From an optimization exercise on the open Yosys and OpenROAD flow, aimed at small area, a short achievable clock period and few clock cycles; shortcuts taken in it are not production practice. Only simulation tests tie the RTL to the original design; equivalence was not proved. Power figures rest on the tool's default switching activity, not on a simulated workload.

<file path="flow/config.mk">
export PLATFORM = sky130hd
export DESIGN_NAME = cpu
export DESIGN_NICKNAME = cpu
export VERILOG_FILES = /design/flow/design.v
export SDC_FILE = /design/flow/constraint.sdc
export NUM_CORES = 4
export LEC_CHECK = 0
export CAP_MARGIN = 20
export CORE_MARGIN = 2
export CORE_UTILIZATION = 40
export CTS_CLUSTER_DIAMETER = 100
export CTS_CLUSTER_SIZE = 20
export PLACE_DENSITY = 0.72
export SLEW_MARGIN = 20
export TNS_END_PERCENT = 100
</file>
<file path="flow/constraint.sdc">
create_clock -name core_clock -period 9.0 [get_ports {clk}]
set_input_delay 1.8000 -clock core_clock [delete_from_list [all_inputs] [get_ports {clk}]]
set_output_delay 1.8000 -clock core_clock [all_outputs]
set_load 0.01 [all_outputs]
</file>
<file path="flow/design.v">
`timescale 1ns/100ps
module cpu (
    input  logic                   clk,
    input  logic                   arst_n,
    output logic [14-1:0] isram_addr,
    input  logic [32-1:0]   isram_dataout,
    output logic [14-1:0] dsram_addr,
    output logic [3:0]             dsram_wen,
    output logic [32-1:0]   dsram_datain,
    input  logic [32-1:0]   dsram_dataout
);
    localparam logic [6:0] OPC_OP     = 7'b0110011;
    localparam logic [6:0] OPC_OP_IMM = 7'b0010011;
    localparam logic [6:0] OPC_LUI    = 7'b0110111;
    localparam logic [6:0] OPC_LOAD   = 7'b0000011;
    localparam logic [6:0] OPC_STORE  = 7'b0100011;
    localparam logic [6:0] OPC_BRANCH = 7'b1100011;
    logic [15:1] fpc;        
    logic [15:1] ipc;        
    logic        ivalid;     
    logic [31:0] ir;         
    logic        dvalid;
    logic        dpred;      
    logic [15:1] dalt;       
    logic        stall_q;    
    logic        fe1, fe2;   
    logic        fm1, fm2;   
    logic [31:1] sel1, sel2;  
    logic        evalid;
    logic [31:0] opa, opb;
    logic [15:2] eaddr;      
    logic        ewen;       
    logic [4:0]  erd;
    logic        ewr, eload, ebranch, ebne, epred;
    logic [15:1] ealt;       
    logic        esub, esra;
    logic        s_add, s_slt, s_sltu, s_xor, s_or, s_and, s_sll, s_sr;
    logic        mwr, mload;
    logic [4:0]  mrd;
    logic [31:0] mres;
    logic [31:0] rf [1:31];
    logic [31:0] iw;
    logic        i_op, i_opimm, i_lui, i_load, i_store, i_branch;
    logic        i_use1, i_use2, i_pred;
    logic [15:1] i_tgt, i_alt;
    assign iw       = isram_dataout;
    assign i_op     = iw[6:0] == OPC_OP;
    assign i_opimm  = iw[6:0] == OPC_OP_IMM;
    assign i_lui    = iw[6:0] == OPC_LUI;
    assign i_load   = iw[6:0] == OPC_LOAD;
    assign i_store  = iw[6:0] == OPC_STORE;
    assign i_branch = iw[6:0] == OPC_BRANCH;
    assign i_use1   = i_op | i_opimm | i_load | i_store | i_branch;
    assign i_use2   = i_op | i_store | i_branch;
    assign i_pred   = i_branch & (iw[14:13] == 2'b00)
                    & ((iw[19:15] == iw[24:20]) ? ~iw[12] : (iw[31] | iw[12]));
    assign i_tgt    = ipc + {{3{iw[31]}}, iw[31], iw[7], iw[30:25], iw[11:8]};
    assign i_alt    = i_pred ? fpc : i_tgt;
    logic       d_op, d_opimm, d_lui, d_load, d_store, d_branch;
    logic       d_use1, d_use2, d_wr, d_ar;
    logic [4:0] d_rs1, d_rs2, d_rd;
    logic [2:0] d_f3;
    assign d_op     = ir[6:0] == OPC_OP;
    assign d_opimm  = ir[6:0] == OPC_OP_IMM;
    assign d_lui    = ir[6:0] == OPC_LUI;
    assign d_load   = ir[6:0] == OPC_LOAD;
    assign d_store  = ir[6:0] == OPC_STORE;
    assign d_branch = ir[6:0] == OPC_BRANCH;
    assign d_use1   = d_op | d_opimm | d_load | d_store | d_branch;
    assign d_use2   = d_op | d_store | d_branch;
    assign d_ar     = d_op | d_opimm;
    assign d_rs1    = ir[19:15];
    assign d_rs2    = ir[24:20];
    assign d_rd     = ir[11:7];
    assign d_f3     = ir[14:12];
    assign d_wr     = (d_ar | d_lui | d_load) & (d_rd != 5'd0);
    logic [31:0] bx, sum, shin, shout, alu_res;
    logic [32:0] shx;
    logic        lt, ltu, eq, mispred;
    assign bx  = opb ^ {32{esub}};
    assign sum = opa + bx + {31'd0, esub};
    assign lt  = (opa[31] ^ opb[31]) ? opa[31] : sum[31];
    assign ltu = (opa[31] ^ opb[31]) ? opb[31] : sum[31];
    always_comb begin
        for (int k = 0; k < 32; k++) shin[k] = s_sll ? opa[31-k] : opa[k];
    end
    assign shx   = $signed({esra & opa[31], shin}) >>> opb[4:0];
    assign shout = shx[31:0];
    always_comb begin
        alu_res = ({32{s_add}} & sum)
                | ({32{s_xor}} & (opa ^ opb))
                | ({32{s_or}}  & (opa | opb))
                | ({32{s_and}} & (opa & opb))
                | ({32{s_sr}}  & shout)
                | {31'd0, (s_slt & lt) | (s_sltu & ltu)};
        for (int k = 0; k < 32; k++) alu_res[k] = alu_res[k] | (s_sll & shout[31-k]);
    end
    assign eq      = opa == opb;
    assign mispred = evalid & ebranch & ((eq ^ ebne) ^ epred);
    assign dsram_addr   = eaddr;
    assign dsram_wen    = {4{ewen}};
    assign dsram_datain = opb;
    logic [31:0] mval;
    assign mval = mload ? dsram_dataout : mres;
    always_ff @(posedge clk) begin
        for (int k = 1; k < 32; k++) begin
            if (mwr && mrd == 5'(k)) rf[k] <= mval;
        end
    end
    logic [31:0] rf1, rf2, d_imm, opa_n, opb_n;
    logic [15:0] d_off, addr_rf, addr_m;
    always_comb begin
        rf1 = '0;
        rf2 = '0;
        for (int k = 1; k < 32; k++) begin
            rf1 = rf1 | ({32{sel1[k]}} & rf[k]);
            rf2 = rf2 | ({32{sel2[k]}} & rf[k]);
        end
    end
    assign d_imm = d_use2 ? 32'd0 : d_lui ? {ir[31:12], 12'd0} : {{20{ir[31]}}, ir[31:20]};
    assign opa_n = fe1 ? alu_res : fm1 ? mval : rf1;
    assign opb_n = fe2 ? alu_res : fm2 ? mval : (rf2 | d_imm);
    assign d_off   = d_store ? {{4{ir[31]}}, ir[31:25], ir[11:7]} : {{4{ir[31]}}, ir[31:20]};
    assign addr_rf = rf1[15:0] + d_off;
    assign addr_m  = mval[15:0] + d_off;
    logic take, stall_c, stall_n;
    logic [15:1] fpc_seq;
    assign take    = ivalid & ~stall_q;
    assign stall_c = take & dvalid & d_wr
                   & ((d_load & ((i_use1 & (iw[19:15] == d_rd)) | (i_use2 & (iw[24:20] == d_rd))))
                    | ((i_load | i_store) & (iw[19:15] == d_rd)));
    assign stall_n = stall_c & ~mispred;
    assign fpc_seq = (take & i_pred) ? i_tgt : stall_c ? fpc : fpc + 15'd2;
    assign isram_addr = fpc[15:2];
    always_ff @(posedge clk or negedge arst_n) begin
        if (!arst_n) begin
            fpc     <= '0;
            ivalid  <= 1'b0;
            dvalid  <= 1'b0;
            stall_q <= 1'b0;
            evalid  <= 1'b0;
            ewen    <= 1'b0;
            mwr     <= 1'b0;
        end else begin
            fpc     <= mispred ? ealt : fpc_seq;
            ivalid  <= ~mispred & ~(take & i_pred);
            dvalid  <= ~mispred & (stall_q ? dvalid : ivalid);
            stall_q <= stall_n;
            evalid  <= dvalid & ~stall_q & ~mispred;
            ewen    <= dvalid & ~stall_q & ~mispred & d_store;
            mwr     <= evalid & ewr;
        end
    end
    always_ff @(posedge clk) begin
        ipc <= fpc;
        if (!stall_q) begin
            ir    <= iw;
            dpred <= i_pred;
            dalt  <= i_alt;
        end
        for (int k = 1; k < 32; k++) begin
            sel1[k] <= stall_q ? (d_use1 & (d_rs1 == 5'(k))) : (i_use1 & (iw[19:15] == 5'(k)));
            sel2[k] <= stall_q ? (d_use2 & (d_rs2 == 5'(k))) : (i_use2 & (iw[24:20] == 5'(k)));
        end
        fe1 <= ~stall_q & dvalid & d_wr & i_use1 & (iw[19:15] == d_rd);
        fe2 <= ~stall_q & dvalid & d_wr & i_use2 & (iw[24:20] == d_rd);
        fm1 <= stall_q ? (evalid & ewr & (d_rs1 == erd) & d_use1)
                       : (evalid & ewr & i_use1 & (iw[19:15] == erd));
        fm2 <= stall_q ? (evalid & ewr & (d_rs2 == erd) & d_use2)
                       : (evalid & ewr & i_use2 & (iw[24:20] == erd));
        opa     <= opa_n;
        opb     <= opb_n;
        eaddr   <= fm1 ? addr_m[15:2] : addr_rf[15:2];
        erd     <= d_rd;
        ewr     <= d_wr;
        eload   <= d_load;
        ebranch <= d_branch & (d_f3[2:1] == 2'b00);    
        ebne    <= d_f3[0];
        epred   <= dpred;
        ealt    <= dalt;
        esub    <= d_ar & ((d_f3 == 3'd0 & d_op & ir[30]) | d_f3 == 3'd2 | d_f3 == 3'd3);
        esra    <= ir[30] & (d_f3 == 3'd5);
        s_add   <= ~d_ar | (d_f3 == 3'd0);
        s_sll   <= d_ar & (d_f3 == 3'd1);
        s_slt   <= d_ar & (d_f3 == 3'd2);
        s_sltu  <= d_ar & (d_f3 == 3'd3);
        s_xor   <= d_ar & (d_f3 == 3'd4);
        s_sr    <= d_ar & (d_f3 == 3'd5);
        s_or    <= d_ar & (d_f3 == 3'd6);
        s_and   <= d_ar & (d_f3 == 3'd7);
        mload <= eload;
        mrd   <= erd;
        mres  <= alu_res;
    end
endmodule
</file>
<file path="flow/flow/run.sh">
#!/bin/bash
# The standard layout (the standard.sh, unchanged synthesis and steps),
# with setup repair asked to leave 5.5 ns of slack at the 9 ns clock.
set -euo pipefail
bash standard.sh SETUP_SLACK_MARGIN=5.5 finish > standard.log 2>&1
</file>
<file path="flow/standard.sh">
#!/bin/bash
# synth_recipe.tcl (not shown) runs the flow's synth.tcl, then flattens the netlist and writes it again
# the make line also repeats each setting of config.mk as NAME=value (left out here)
make -C /OpenROAD-flow-scripts/flow DESIGN_CONFIG=/design/flow/config.mk WORK_HOME=/design/flow/orfs CLKGATE_MAP_FILE= SYNTH_SCRIPT=/design/flow/synth_recipe.tcl "${@:-finish}"
</file>
==> qor.yml, run 1 <==
outcome:
  status: "no timing/DRC/antenna violations"
critical_path:
  crit_type: "register to register"
  startpoint: "sel1[18]"
  crit_end: "eaddr[15]"
  r2r_cells: 13
  end_kind: "register"
  cp.arrival_ns: 4.32
  crit_path_start_kind: "register"
  r2r_slack_ns: 5.29
  r2r_end: "eaddr[15]"
  worst_ep_required_time_ns: 9.61
  r2r-start: "sel1[18]"
  worstPathMaxFanout: 20
job:
  maxCapViolCount: 0
routing:
  first_pass_iters: 13
  wl_per_cell_um: 41.2
  drcViolationCount: 0
  drt-initial-drc-count: 13433
  postRouteAntennaNets: 0
  route.vias.total: 52518
  vias_per_cell: 7.78
  routed_wl_um: 278000
timing:
  timing.fmax_ghz: 0.270
  clock_skew_ns: 0.0418
  rsz0062_at_grt: "true"
  hold_viol: 0
  maxSlewViolCount: 0
  post-route-min-period_ns: 3.71
  final.period_utilization_pct: 41.2
  max_slew_margin_pct: 2.81
  setup_viol: 0
  whs_ns: 0.338
  worst_slew_pin_slew_ns: 1.44
  finalSetupTns_ns: 0
clock_network:
  clockRootBuffer: "clkbuf_16"
  htreeDepth: 3
  clkTransAtPathRegs_ns: 0.09
  clk_latency_ns: 0.71
  clkSinkCount: 1293
  hold_buffers: 0
  cts_tree: "yes"
  cts_made_buffers: 75
  clockBufferDepth: 3
finish:
  final_core_util_pct: 46.5
  drive_above_1_share_pct: 16.0
  final_nets: 4965
  area_growth_syn_to_layout_pct: 15.4
global_route:
  first_global_vias: 47817
  grt_pass1_wl_um: 372000
  antenna_found_initial: 19
  track_usage_pct: 35.1
  grt_max_degree: 65
  grt_overflow_total: 0
synthesis:
  synth.yosys.warnings: 2
  yosysMostFrequentCell: "edfxtp_1"
  ys_ff_latch: 1293
  synthTopCellsByArea: "edfxtp_1 (53%), dfxtp_1 (7.9%), a22oi_1 (6.7%), a221oi_1 (3.7%), a22o_1 (3.3%)"
  syn-instance-count: 4630
  yosysTopAreaCell: "edfxtp_1"
  ys_types: 73
  syn-cell-area_um2: 58900
  yosysTopAreaCellShare_pct: 53.1
  synth_ff_type: "edfxtp_1"
  yosysSeqAreaShare_pct: 61.8
  synth_area_per_cell_um2: 12.7
  syn_nets: 4822
  async_reset_ff_share_pct: 1.62
  synth_edf_count: 1040
  yosys-top-cells-count: "edfxtp_1 (1,040), a22oi_1 (529), clkbuf_1 (257), a221oi_1 (247), dfxtp_1 (232)"
placed_design:
  dpl.hpwl_um: 154000
  port_buffers: 129
  finalWeightedCongestion: 1.03
min_path:
  hold_path_class: "register to register"
die:
  std_cell_rows: 140
  start_util_pct: 40.3
  ioPinCount: 130
  core_area_um2: 146000
  dieArea_um2: 150000
  die_w_um: 388
  die_h_um: 388
pwr:
  peakVddDrop_v: 0.000186
  p_per_area_nw_per_um2: 174
  p_leak_nw: 22.8
layer usage:
| metal | share of wire (%) | wire [µm] | GRT usage, % | vias to the layer above |
|---|---|---|---|---|
| met5 | 0.26 | 733 | 1.18 | - |
| met4 | 11 | 31500 | 27.0 | 39 |
| met3 | 21 | 57000 | 21.4 | 2186 |
| met2 | 38 | 105000 | 46.4 | 6749 |
| met1 | 30 | 83900 | 40.4 | 24591 |
| li1 | - | - | - | 18953 |
placed cells by master, fill, tap and decap left out, types with 103 or more instances in the layout:
cell,n
a21oi_1,205
a22o_1,221
dfxtp_1,127
nand2_1,195
ha_1,106
a22oi_1,526
a221oi_1,223
inv_1,136
buf_4,198
nor2_1,134
nand4_1,142
o21ai_0,103
nand3_1,131
edfxtp_1,1040
critical path, cell delays in order, from the launching register on:
cell and delay [ns]:
dfxtp_2 0.32, buf_4 0.30, buf_6 0.30, a221oi_1 0.34
nand3_1 0.18, nor3_4 0.45, a21oi_2 0.12, ha_1 0.40
a21o_1 0.21, a211o_1 0.28, o21ai_0 0.16, o311ai_2 0.16
a31oi_1 0.22, xnor2_1 0.13
state kept, by name, summed over array words and instances, names as in the netlist, 14 cells and up:
name and count:
opa 32, sel1 31, fpc 15, sel2 31
ir 32, opb 32, dalt 15, ipc 15
eaddr 14, rf 992, ealt 15, mres 32
cell type report:
cell class,count,area (µm²)
fillers,12598,78000
multi-input cells,2865,22100
diodes,18,45.0
repair inverters,2,10.0
well taps,1917,2400
clock inverters,7,92.6
repair buffers,393,4050
clock buffers,109,2070
flip-flops and latches,1293,36600
inverters,143,552
cells by family after synthesis:
family,count (synthesis),share of synthesized area (%)
AND/OR/NAND/NOR,861,7.25
flip-flops,1293,61.8
buffers and inverters,472,3.15
XOR/XNOR,129,1.92
AO/OA/AOI/OAI,1622,20.2
multiplexers,127,2.90
adder cells (fa/ha/maj),126,2.70
power breakdown:
part / internal, mW / total (mW) / switching, mW
Combinational: 0.491 / 1.28 / 0.787
Sequential: 6.73 / 6.88 / 0.153
Clock: 1.61 / 3.63 / 2.02
repair_timing:
item                                    in CTS  in global routing
gates resized for setup                    234                185
endpoints found under the setup margin     171                162
pin swaps                                   37                 71
buffers inserted                            66                 32
cloned                                      11                  6
per-stage QoR:
| step | area [µm²] | worst slack, ns | power (mW) | instances |
|---|---|---|---|---|
| floorplan | 59100 | 5.14 | 7.65 | 4630 |
| global placement | 62800 | 4.25 | 8.08 | 6492 |
| detailed placement | 62900 | 4.26 | 8.10 | 6492 |
| CTS | 66500 | 5.41 | 11.6 | 6685 |
| global route | 67900 | 5.25 | 12.0 | 6733 |
| finish | 67900 | 5.29 | 11.8 | 6747 |
worst min-delay path by stage:
stage               depth (start not counted)  start     to  slack (ns)
finish                                      0  eload  mload        0.34
global route                                0  eload  mload        0.35
CTS                                         0  eload  mload        0.34
detailed placement                          0  eload  mload        0.32
global placement                            0  eload  mload        0.31
floorplan                                   0  eload  mload        0.31
Testbench counts, summed over its fixed seeds: cycles 82,486.
==> inputs of run 2 (changes only) <==
--- a/flow/design.v
+++ b/flow/design.v
@@ -27,4 +27,5 @@
     logic        fm1, fm2;   
     logic [31:1] sel1, sel2;  
+    logic [31:1] sel1h;       
     logic        evalid;
     logic [31:0] opa, opb;
@@ -114,5 +115,5 @@
         rf2 = '0;
         for (int k = 1; k < 32; k++) begin
-            rf1 = rf1 | ({32{sel1[k]}} & rf[k]);
+            rf1 = rf1 | ({sel1h[k] ? 16'hffff : 16'h0000, sel1[k] ? 16'hffff : 16'h0000} & rf[k]);
             rf2 = rf2 | ({32{sel2[k]}} & rf[k]);
         end
@@ -160,5 +161,7 @@
         end
         for (int k = 1; k < 32; k++) begin
-            sel1[k] <= stall_q ? (d_use1 & (d_rs1 == 5'(k))) : (i_use1 & (iw[19:15] == 5'(k)));
+            sel1[k]  <= stall_q ? (d_use1 & (d_rs1 == 5'(k))) : (i_use1 & (iw[19:15] == 5'(k)));
+            sel1h[k] <= stall_q ? (d_ar & (d_rs1 == 5'(k)) | d_branch & (d_rs1 == 5'(k)))
+                                : ((i_op | i_opimm | i_branch) & (iw[19:15] == 5'(k)));
             sel2[k] <= stall_q ? (d_use2 & (d_rs2 == 5'(k))) : (i_use2 & (iw[24:20] == 5'(k)));
         end
==> run 2 against run 1 <==
  * Routed wire length fell by 1.2%
  * Critical endpoint unchanged
  * Cell area rose by 0.63%
  * Total power rose by 0.16%
  * Via count fell by 0.84%
  * Area after synthesis rose by 1.9%
==> qor.yml, run 2 <==
global_route:
  first_global_vias: 48028
  grt_pass1_wl_um: 369000
  track_usage_pct: 34.3
  grt_overflow_total: 0
  antenna_found_initial: 14
  grt_max_degree: 66
die:
  dieArea_um2: 153000
  start_util_pct: 40.2
  std_cell_rows: 142
  ioPinCount: 130
  core_area_um2: 149000
  die_w_um: 391
  die_h_um: 391
synthesis:
  yosys-top-cells-count: "edfxtp_1 (1,040), a22oi_1 (523), clkbuf_1 (316), dfxtp_1 (263), a221oi_1 (249)"
  yosysMostFrequentCell: "edfxtp_1"
  syn_nets: 4956
  yosysTopAreaCellShare_pct: 52.0
  yosysSeqAreaShare_pct: 61.7
  synthTopCellsByArea: "edfxtp_1 (52%), dfxtp_1 (8.8%), a22oi_1 (6.5%), a221oi_1 (3.6%), a22o_1 (3.3%)"
  async_reset_ff_share_pct: 1.59
  syn-instance-count: 4764
  syn-cell-area_um2: 60000
  synth_area_per_cell_um2: 12.6
  synth_edf_count: 1040
  yosysTopAreaCell: "edfxtp_1"
  ys_ff_latch: 1324
  synth_ff_type: "edfxtp_1"
  ys_types: 83
  synth.yosys.warnings: 2
critical_path:
  r2r_end: "eaddr[15]"
  worstPathMaxFanout: 16
  end_kind: "register"
  crit_chain: "buf_4 -> a22o_1 -> a221oi_1 -> nand4_1 -> nor3_1 -> a21oi_2 -> buf_4 -> ha_1 -> or2_2 -> a21oi_1 -> inv_1 -> a31o_1 -> a21oi_2 -> xnor2_1"
  r2r_cells: 14
  crit_path_start_kind: "register"
  cp.arrival_ns: 4.13
  worst_ep_required_time_ns: 9.58
  r2r-start: "sel1[16]"
  critPathMaxStageDelay_ns: 0.57
  critical_path_buf_inv_count: 3
  slowest_stage: "nor3_1"
  crit_family: "compound AO/OA/AOI/OAI gates"
  crit_type: "register to register"
  r2r_slack_ns: 5.45
clock_network:
  hold_buffers: 0
  clockRootBuffer: "clkbuf_16"
  clkTransAtPathRegs_ns: 0.09
  cts_made_buffers: 76
  clk_latency_ns: 0.72
  cts_tree: "yes"
  clockBufferDepth: 3
  clkSinkCount: 1324
  htreeDepth: 3
min_path:
  min_from: "eload"
  min_path_cells: 0
  hold_path_class: "register to register"
  holdPathEnd: "mload"
placed_design:
  port_buffers: 129
  dp.cells: 6708
  dp_slack_ns: 3.77
  finalWeightedCongestion: 1.03
  dpl.hpwl_um: 153000
finish:
  final_common_cell: "edfxtp_1"
  max_flop_register: "rf"
  largest_register_ffs: 992
  fin_cells: 6925
  final_nets: 5045
  n_fill_cell: 13140
  final_cell_mix: "edfxtp_1 (1,040), a22oi_1 (523), a221oi_1 (242)"
  drive_above_1_share_pct: 14.5
  area_growth_syn_to_layout_pct: 13.9
timing:
  hold_viol: 0
  timing.fmax_ghz: 0.281
  worst_slew_pin_slew_ns: 1.34
  finalWorstSetupSlack_ns: 5.45
  final.period_utilization_pct: 39.5
  post-route-min-period_ns: 3.55
  setup_viol: 0
  finalSetupTns_ns: 0
  max_slew_margin_pct: 10.0
  rsz0062_at_grt: "true"
  clock_skew_ns: 0.0345
  maxSlewViolCount: 0
routing:
  first_pass_iters: 11
  wl_per_cell_um: 39.6
  drcViolationCount: 0
  routed_wl_um: 274000
  vias_per_cell: 7.52
  postRouteAntennaNets: 0
  route.vias.total: 52078
  drt-initial-drc-count: 12858
pwr:
  total_power_mw: 11.8
  p_leak_nw: 23.0
  p_per_area_nw_per_um2: 173
  peakVddDrop_v: 0.000178
job:
  maxCapViolCount: 0
outcome:
  status: "no timing/DRC/antenna violations"
-- run 2: cell count changes after synthesis, sizes merged, moves of 8 or more --
cell and change:
clkbuf +59, dfxtp +31, o22ai +31, nand3 +19
buf -15, a21oi +14, xor2 -14, inv +12
xnor2 +10, a211oi +9, or2 -8
-- run 2: worst max-delay path by stage --
stage	startpoint	to	slack, ns	cells after the start
finish	sel1[16]	eaddr[15]	5.45	14
global route	sel1[16]	eaddr[15]	5.39	16
CTS	isram_dataout[9]	fpc[12]	5.44	12
detailed placement	isram_dataout[18]	fpc[12]	3.77	10
global placement	isram_dataout[18]	fpc[13]	3.85	10
floorplan	isram_dataout[8]	dalt[15]	5.14	13
-- run 2: cells by family after synthesis --
logic type      synth area share (%)
xor+xnor                        1.82
flops                           61.7
buf+inv                         3.49
mux                             2.76
fa+ha+maj                       2.65
compound gates                  20.5
simple gates                    7.11
-- run 2: metal layers --
metal	vias to the layer above	routed length, µm	global-route usage [%]
met2	6239	107000	46.6
met5	-	126	0.0638
li1	19305	-	-
met1	24642	86600	41.4
met4	14	28100	24.5
met3	1878	52900	17.6
-- run 2: cell type report --
type                       count  area [µm²]  share of cell area [%]
antenna                       16        40.0                  0.0586
clock buffer                 113        2110                    3.09
clock inverter                 5        66.3                  0.0970
inverter                     158         603                   0.883
multi-input combinational   2909       22200                    32.6
sequential                  1324       37200                    54.5
tap                         2016        2520                    3.69
timing repair buffer         384        3530                    5.16
-- run 2: what timing repair did --
| action | in CTS | in global routing |
|---|---|---|
| gates cloned | 6 | 1 |
| pin swaps | 44 | 54 |
| gates resized for setup | 238 | 127 |
| setup endpoints to repair | 215 | 138 |
| setup buffers | 31 | 43 |
-- run 2: power breakdown --
| part | internal [mW] | switching, mW |
|---|---|---|
| combinational | 0.442 | 0.723 |
| clock | 1.64 | 2.03 |
| sequential | 6.83 | 0.142 |
| total | 8.92 | 2.90 |
-- run 2: per-stage QoR --
stage / area (µm²) / utilization, % / hold slack, ns
6_report: 68300 / 45.7 / 0.335
5_1_grt: 68300 / 45.7 / 0.341
4_1_cts: 67400 / 45.1 / 0.335
3_5_place_dp: 64200 / 42.9 / 0.319
3_3_place_gp: 64100 / 42.9 / 0.311
2_1_floorplan: 60200 / - / 0.310
-- run 2: worst reg2reg max path, delay by kind of cell (launching register included) --
family	cells	cell delay, ns
buf+inv	3	0.54
simple gates	3	1.05
fa+ha+maj	1	0.35
flops	1	0.31
xor+xnor	1	0.07
compound gates	6	1.13
Testbench counts of run 2, summed over its fixed seeds: cycles 82,486.

[afterwards: timing with drivers on the ports]
No port has a modelled driver above. Below, the same layouts with a new extraction and two added sets of constraints. Step 1 (the two cells are an assumption about what drives the block):
set clk [get_ports {clk}]
set_driving_cell -lib_cell sky130_fd_sc_hd__clkbuf_16 $clk
set_driving_cell -lib_cell sky130_fd_sc_hd__buf_2 [delete_from_list [all_inputs] $clk]
Step 2 times the ports against the registers' clock, not the clock port: input delays grow and output delays shrink by t, the midpoint of the rising clock arrivals with the driver on. Slacks: no drivers / after step 1 / after step 2; pairs: no drivers / after step 1.
run	shift t [ns]	setup WS [ns]	hold slack, ns	cell pins on the clock port's net
run 1	0.780	5.292 / 5.292 / 4.587	0.338 / 0.338 / 0.338	1
run 2	0.772	5.447 / 5.424 / 4.755	0.335 / 0.335 / 0.335	1
After both steps every run listed still meets setup and hold. For run 1, which loses most, drivers alone change the setup slack by 0.000 ns; drivers and shift together by -0.705 ns.
